What follows belongs to an exercise in optimizing a design on an open flow for small area; a production flow would make more cautious choices.
RTL that was checked went through simulation tests only; none was proved equivalent to the original.
Power is estimated from default activity; no workload was simulated.

## the reference run
==> flow/design.v <==
package tiler_pkg;
  localparam ARRAY_WIDTH = 12;
endpackage
`timescale 1ns/100ps
module tiler_top (
  input  logic                      clk_int,
  input  logic                      rst_ni,
  input  logic                      clear_i,
  input  logic                      start_i,
  input  logic [53:0]               cfg_i,
  output logic                      ready_o,
  output logic                      valid_o,
  output logic [363:0]              result_o
);
  function automatic logic [32:0] rca(input logic [31:0] a, input logic [31:0] b,
                                      input logic ci);
    logic c;
    c = ci;
    for (int i = 0; i < 32; i++) begin
      {c, rca[i]} = {1'b0, a[i]} + {1'b0, b[i]} + {1'b0, c};
    end
    rca[32] = c;
  endfunction
  function automatic logic ge6(input logic [5:0] x, input logic [5:0] k);
    ge6 = 1'b1;
    for (int i = 0; i < 6; i++) begin
      ge6 = k[i] ? (x[i] & ge6) : (x[i] | ge6);
    end
  endfunction
  function automatic logic [1:0] inc3(input logic [1:0] r);
    inc3 = {r[0], ~r[1] & ~r[0]};
  endfunction
  function automatic logic [1:0] dec3(input logic [1:0] r);
    dec3 = {~r[1] & ~r[0], r[1]};
  endfunction
  logic       busy_q, valid_q, last;
  logic [5:0] t_q;
  logic       load, ph1, ph2, ph_xw, ph_acc, ph_rot;
  assign load   = start_i & ~busy_q;
  logic ge15, ge28, ge44, ge53, ge55;
  assign ge15   = ge6(t_q, 6'd15);
  assign ge28   = ge6(t_q, 6'd28);
  assign ge44   = ge6(t_q, 6'd44);
  assign ge53   = ge6(t_q, 6'd53);
  assign ge55   = ge6(t_q, 6'd55);
  assign ph1    = busy_q & ~ge15;
  assign ph2    = busy_q & ge15 & ~ge28;
  assign ph_xw  = busy_q & ge28;
  assign ph_acc = ph_xw & ~ge53;
  assign ph_rot = ph_xw & ge53;
  assign last   = busy_q & (t_q == 6'd57);
  always_ff @(posedge clk_int or negedge rst_ni) begin
    if (!rst_ni) begin
      busy_q  <= 1'b0;
      valid_q <= 1'b0;
    end else if (clear_i) begin
      busy_q  <= 1'b0;
      valid_q <= 1'b0;
    end else begin
      valid_q <= last;
      if (load)      busy_q <= 1'b1;
      else if (last) busy_q <= 1'b0;
    end
  end
  always_ff @(posedge clk_int) begin
    t_q <= busy_q ? t_q + 6'd1 : 6'd0;
  end
  logic [15:0] n_q, k_q;
  logic [1:0]  m_lo_q;
  logic [2:0]  op_q;
  logic [1:0]  fmt_q;
  always_ff @(posedge clk_int) begin
    if (load) begin
      n_q    <= cfg_i[21:6];
      k_q    <= cfg_i[37:22];
      m_lo_q <= cfg_i[39:38];
      op_q   <= cfg_i[5:3];
      fmt_q  <= {cfg_i[2] | cfg_i[1], cfg_i[2] | cfg_i[0]};
    end
  end
  logic [14:0] u_q;
  logic [1:0]  r3_q;
  logic        u_lsb, m_lo_nz;
  logic        e_bit, s1_bit, cy1_q;
  logic        r_bit, y_bit, bw_q, a_bit, a_prev_q, cy2_q;
  logic [1:0]  r3_add;
  assign u_lsb   = u_q[0];
  assign m_lo_nz = |m_lo_q;
  assign e_bit  = (t_q == 6'd0) ? m_lo_nz : (t_q == 6'd1);
  assign s1_bit = u_lsb ^ e_bit ^ cy1_q;
  assign r3_add = ~s1_bit ? r3_q : (t_q[0] ? dec3(r3_q) : inc3(r3_q));
  assign r_bit = ((t_q == 6'd15) & r3_q[0]) | ((t_q == 6'd16) & r3_q[1]);
  assign y_bit = u_lsb ^ r_bit ^ bw_q;
  assign a_bit = y_bit ^ a_prev_q ^ cy2_q;
  always_ff @(posedge clk_int) begin
    if (load) begin
      u_q  <= {1'b0, cfg_i[53:40]};
      r3_q <= 2'd0;
    end else begin
      u_q <= {ph1 ? s1_bit : (ph2 ? a_bit : u_lsb), u_q[14:1]};
      if (ph1) r3_q <= r3_add;
    end
    cy1_q    <= ph1 & ((u_lsb & e_bit) | (cy1_q & (u_lsb | e_bit)));
    bw_q     <= ph2 & ((~u_lsb & (r_bit | bw_q)) | (r_bit & bw_q));
    a_prev_q <= ph2 & a_bit;
    cy2_q    <= ph2 & ((a_bit & a_prev_q) | (cy2_q & (a_bit | a_prev_q)));
  end
  logic [12:0] a_iter, b_iter, c_iter;
  logic [13:0] d_iter;
  logic [3:0]  m_mod;
  logic        n_lo_nz;
  assign a_iter = u_q[14:2];
  assign n_lo_nz = |n_q[1:0];
  logic [32:0] r_b_iter;
  assign r_b_iter = rca(32'({1'b0, k_q[15:4]}), 32'(13'd0), |k_q[3:0]);
  assign b_iter = r_b_iter[12:0];
  logic [32:0] r_c_iter;
  assign r_c_iter = rca(32'({1'b0, n_q[15:4]}), 32'(13'd0), |n_q[3:0]);
  assign c_iter = r_c_iter[12:0];
  logic d_wrap;
  logic [32:0] r_d_iter;
  assign r_d_iter = rca(32'(n_q[15:2]), 32'(14'd0), n_lo_nz);
  assign d_iter = r_d_iter[13:0];
  assign d_wrap = r_d_iter[14];
  assign m_mod   = {m_lo_nz ? r3_q : inc3(r3_q), m_lo_q};
  logic [17:0] n3, k3;
  logic [32:0] r_n3;
  assign r_n3 = rca(32'({2'b0, n_q}), 32'({1'b0, n_q, 1'b0}), 1'b0);
  assign n3 = r_n3[17:0];
  logic [32:0] r_k3;
  assign r_k3 = rca(32'({2'b0, k_q}), 32'({1'b0, k_q, 1'b0}), 1'b0);
  assign k3 = r_k3[17:0];
  logic [2:0] slots;
  assign slots = {n_q[3] & n_q[2] & n_lo_nz, d_iter[1:0]};
  logic [24:0] p_q;
  logic        e1_q, e2_q, zc_q, zbit;
  logic        abit;
  logic [12:0] p_sum;
  assign abit = ph2 & a_bit;
  logic [32:0] r_p_sum;
  assign r_p_sum = rca(32'({1'b0, p_q[24:13]}), 32'(b_iter & {13{abit}}), 1'b0);
  assign p_sum = r_p_sum[12:0];
  always_ff @(posedge clk_int) begin
    p_q  <= {p_sum[12] | (ph_xw & e1_q), p_sum[11:0], p_q[12:1]};
    e1_q <= e2_q;
    e2_q <= ph_xw & ((ge44 & ~ge55) ? zbit : p_q[0]);
    zc_q <= ph_xw & ((p_q[0] & p_d_q) | (zc_q & (p_q[0] | p_d_q)));
  end
  logic        pbit;
  logic [37:0] x_q;
  logic [13:0] x_sum;
  assign pbit = ph_acc & p_q[0];
  assign zbit = p_q[0] ^ p_d_q ^ zc_q;
  logic [32:0] r_x_sum;
  assign r_x_sum = rca(32'({1'b0, x_q[37:25]}), 32'({1'b0, c_iter & {13{pbit}}}), 1'b0);
  assign x_sum = r_x_sum[13:0];
  always_ff @(posedge clk_int) begin
    x_q <= {x_sum[13] | (ph_rot & x_q[0]), x_sum[12:0], x_q[24:1]};
  end
  logic [29:0] w_q;
  logic        x_d, p_d_q, wb_q;
  logic [1:0]  dd;
  logic        dp_bit, w_bit;
  assign x_d    = x_q[23];
  assign dd     = {d_iter[1] ^ d_iter[0], d_iter[0]};
  always_comb begin
    case (dd)
      2'd0:    dp_bit = 1'b0;
      2'd1:    dp_bit = pbit;
      2'd2:    dp_bit = p_d_q;
      default: dp_bit = zbit & ~ge55;
    endcase
  end
  assign w_bit  = x_d ^ dp_bit ^ wb_q;
  always_ff @(posedge clk_int) begin
    p_d_q <= pbit;
    wb_q  <= ph_xw & ((~x_d & (dp_bit | wb_q)) | (dp_bit & wb_q));
    w_q   <= {w_bit & ~d_wrap, w_q[29:1]};
  end
  logic [26:0] loop_v, lv;
  logic [26:0] p3;
  logic [31:0] x_v;
  assign loop_v = {e2_q, e1_q, p_q};
  for (genvar i = 0; i < 27; i++) begin : g_lv
    assign lv[i] = loop_v[(i + 24) % 27];
  end
  for (genvar i = 0; i < 32; i++) begin : g_xv
    assign x_v[i] = x_q[(i + 33) % 38];
  end
  logic [32:0] r_p3_15_0_;
  assign r_p3_15_0_ = rca(32'(lv[15:0]), 32'({lv[14:0], 1'b0}), 1'b0);
  assign p3[15:0] = r_p3_15_0_[15:0];
  assign p3[26:16] = lv[26:16];
  logic [4:0] s1_op;
  logic [2:0] s1_rnd, s2_rnd, cfmt;
  always_comb begin
    case (op_q[2:1])
      2'd0:    s1_op = 5'd0;
      2'd1:    s1_op = 5'd2;
      2'd2:    s1_op = 5'd3;
      default: s1_op = 5'd7;
    endcase
  end
  assign s1_rnd = {2'b0, op_q[2] & op_q[1]};
  assign s2_rnd = {2'b0, ~op_q[0] & (op_q[2] ^ op_q[1])};
  assign cfmt   = {fmt_q[1], ~fmt_q[1], fmt_q[0]};
  assign result_o = {
    3'd0, a_iter,                  
    3'd0, c_iter,                  
    d_iter, 2'd0,                  
    3'd0, b_iter,                  
    4'd0, m_mod,                   
    4'd0, n_q[3:0],                
    6'd0, n_q[1:0],                
    4'd0, k_q[3:0],                
    3'd0, slots, 2'd0,             
    15'd0, n_q, 1'b0,              
    11'd0, n3, 3'd0,               
    15'd0, k_q, 1'b0,              
    11'd0, k3, 3'd0,               
    s1_op,                         
    5'd7,                          
    s1_rnd,                        
    s2_rnd,                        
    cfmt,                          
    op_q != 3'd0,                  
    lv[15:0],                      
    x_v,                           
    w_q, 2'd0,                     
    3'd0, p3, 2'd0                 
  };
  assign ready_o = ~busy_q;
  assign valid_o = valid_q;
endmodule
Settings: LEC_CHECK=0, CAP_MARGIN=20, CORE_MARGIN=2, CORE_UTILIZATION=40, SLEW_MARGIN=20; clock period 10.0 ns.
standard.sh (not shown) runs the stock make flow with config.mk's settings and CLKGATE_MAP_FILE= SYNTH_SCRIPT=/design/flow/synth_recipe.tcl, a recipe that flattens the netlist after the stock synthesis.
==> flow/flow/run.sh <==
#!/bin/bash
# The standard layout, with the smallest buffer on the ports, the constant
# outputs on a few shared tie cells (flow/tie_groups.tcl), and a small
# clock tree.
set -euo pipefail
export BUFFER_PORTS_ARGS="-buffer_cell sky130_fd_sc_hd__buf_1"
export SKIP_REPAIR_TIE_FANOUT=1
export POST_FLOORPLAN_TCL="$PWD/flow/tie_groups.tcl"
export CTS_ARGS="-sink_clustering_enable -repair_clock_nets -dont_use_dummy_load -buf_list sky130_fd_sc_hd__clkbuf_8 -root_buf sky130_fd_sc_hd__clkbuf_8 -sink_clustering_size 40 -sink_clustering_max_diameter 300 -sink_clustering_buffer sky130_fd_sc_hd__clkbuf_16"
bash standard.sh > standard_flow.log 2>&1
==> flow/flow/tie_groups.tcl <==
# Constant outputs: split the synthesis tie nets (one tie cell for all the
# constant-0 outputs and one for the constant-1 ones) into groups of a few
# ports, each driven by a tie cell of its own, so that no tie net has to run
# round the whole die. Run at the end of floorplan, before pin placement.
set tie_group_size 8
# Synthesis puts a buffer between a tie cell and each port it drives; drop
# those first so the tie nets reach the ports.
remove_buffers
set tie_block [ord::get_db_block]
set tie_master [[ord::get_db] findMaster sky130_fd_sc_hd__conb_1]
set tie_count 0
foreach tie_inst [$tie_block getInsts] {
  if { [[$tie_inst getMaster] getName] != "sky130_fd_sc_hd__conb_1" } {
    continue
  }
  foreach tie_pin {LO HI} {
    set tie_net [[$tie_inst findITerm $tie_pin] getNet]
    if { $tie_net == "NULL" || $tie_net == "" } {
      continue
    }
    set names {}
    foreach bt [$tie_net getBTerms] {
      lappend names [$bt getName]
    }
    set names [lsort -dictionary $names]
    set n [llength $names]
    for { set g $tie_group_size } { $g < $n } { incr g $tie_group_size } {
      set new_inst [odb::dbInst_create $tie_block $tie_master tie_group_$tie_count]
      set new_net [odb::dbNet_create $tie_block tie_group_net_$tie_count]
      [$new_inst findITerm $tie_pin] connect $new_net
      foreach name [lrange $names $g [expr { $g + $tie_group_size - 1 }]] {
        set bt [$tie_block findBTerm $name]
        $bt disconnect
        $bt connect $new_net
      }
      incr tie_count
    }
  }
}
puts "tie groups: $tie_count tie cells added, at most $tie_group_size ports each"
The reference run: flow completed, timing, DRC and antenna clean
Changes in the trial run relative to the reference run:
--- a/flow/design.v
+++ b/flow/design.v
@@ -82,12 +82,15 @@
   logic [1:0]  r3_q;
   logic        u_lsb, m_lo_nz;
   logic        e_bit, s1_bit, cy1_q;
   logic        r_bit, y_bit, bw_q, a_bit, a_prev_q, cy2_q;
+  logic        cy_q;
   logic [1:0]  r3_add;
   assign u_lsb   = u_q[0];
   assign m_lo_nz = |m_lo_q;
   assign e_bit  = (t_q == 6'd0) ? m_lo_nz : (t_q == 6'd1);
+  assign cy1_q  = cy_q;
+  assign cy2_q  = cy_q;
   assign s1_bit = u_lsb ^ e_bit ^ cy1_q;
   assign r3_add = ~s1_bit ? r3_q : (t_q[0] ? dec3(r3_q) : inc3(r3_q));
   assign r_bit = ((t_q == 6'd15) & r3_q[0]) | ((t_q == 6'd16) & r3_q[1]);
   assign y_bit = u_lsb ^ r_bit ^ bw_q;
@@ -99,12 +102,12 @@
     end else begin
       u_q <= {ph1 ? s1_bit : (ph2 ? a_bit : u_lsb), u_q[14:1]};
       if (ph1) r3_q <= r3_add;
     end
-    cy1_q    <= ph1 & ((u_lsb & e_bit) | (cy1_q & (u_lsb | e_bit)));
     bw_q     <= ph2 & ((~u_lsb & (r_bit | bw_q)) | (r_bit & bw_q));
     a_prev_q <= ph2 & a_bit;
-    cy2_q    <= ph2 & ((a_bit & a_prev_q) | (cy2_q & (a_bit | a_prev_q)));
+    cy_q     <= (ph1 & ((u_lsb & e_bit) | (cy1_q & (u_lsb | e_bit))))
+              | (ph2 & ((a_bit & a_prev_q) | (cy2_q & (a_bit | a_prev_q))));
   end
   logic [12:0] a_iter, b_iter, c_iter;
   logic [13:0] d_iter;
   logic [3:0]  m_mod;
@@ -116,13 +119,12 @@
   assign b_iter = r_b_iter[12:0];
   logic [32:0] r_c_iter;
   assign r_c_iter = rca(32'({1'b0, n_q[15:4]}), 32'(13'd0), |n_q[3:0]);
   assign c_iter = r_c_iter[12:0];
-  logic d_wrap;
-  logic [32:0] r_d_iter;
-  assign r_d_iter = rca(32'(n_q[15:2]), 32'(14'd0), n_lo_nz);
-  assign d_iter = r_d_iter[13:0];
-  assign d_wrap = r_d_iter[14];
+  logic d_wrap, d_k;
+  assign d_k    = n_q[3] & n_q[2] & n_lo_nz;
+  assign d_iter = {d_k ? c_iter[11:0] : n_q[15:4], n_q[3] ^ (n_q[2] & n_lo_nz), n_q[2] ^ n_lo_nz};
+  assign d_wrap = d_k & c_iter[12];
   assign m_mod   = {m_lo_nz ? r3_q : inc3(r3_q), m_lo_q};
   logic [17:0] n3, k3;
   logic [32:0] r_n3;
   assign r_n3 = rca(32'({2'b0, n_q}), 32'({1'b0, n_q, 1'b0}), 1'b0);
@@ -130,9 +132,9 @@
   logic [32:0] r_k3;
   assign r_k3 = rca(32'({2'b0, k_q}), 32'({1'b0, k_q, 1'b0}), 1'b0);
   assign k3 = r_k3[17:0];
   logic [2:0] slots;
-  assign slots = {n_q[3] & n_q[2] & n_lo_nz, d_iter[1:0]};
+  assign slots = {d_k, d_iter[1:0]};
   logic [24:0] p_q;
   logic        e1_q, e2_q, zc_q, zbit;
   logic        abit;
   logic [12:0] p_sum;
### Flow results
The trial run vs. the reference run: design area stayed essentially flat; highest attainable clock frequency stayed essentially flat. Proportion of layout cells with a drive suffix above 1 (the trial run over the reference run): increase, 0.23 points. Comparing number of synthesized register bits for the trial run and the reference run, the smaller number came from the trial run. The trial run against the reference run: power spent charging and discharging nets higher; combined global-route utilization of all metal layers higher. Minimum clock period after layout, the trial run and the reference run: higher on the trial run. Compared to the reference run, the number of flip-flops in the trial run is lower.
Only the layout flow was run in the reference run; the RTL was not checked for function there.

## afterwards: timing with drivers on the ports
The flow's constraints put no driver on any port. The routed layouts listed below were extracted and timed again, unchanged, in two steps. Step 1 (the two cells are an assumption about what drives the block):
set clk [get_ports {clk_int}]
set_driving_cell -lib_cell sky130_fd_sc_hd__clkbuf_16 $clk
set_driving_cell -lib_cell sky130_fd_sc_hd__buf_2 [delete_from_list [all_inputs] $clk]
Step 2, shift: input delay + t, output delay - t, t = (earliest + latest rising clock arrival at the registers) / 2. This alone moves slack from input paths to output paths. Three values: ideal ports, drivers, drivers and shift; two values: the first two.
run	shift t [ns]	setup slack, ns	worst setup path at the end	clock arrival spread, ns	slew at the worst register clock pin (ns)
the reference run	0.460	1.106 / 1.069 / 1.529	register to output	0.037 / 0.037	0.09 / 0.09
the trial run	0.461	1.086 / 1.049 / 1.509	register to output	0.032 / 0.033	0.09 / 0.09
After both steps setup and hold are still met in every run listed.
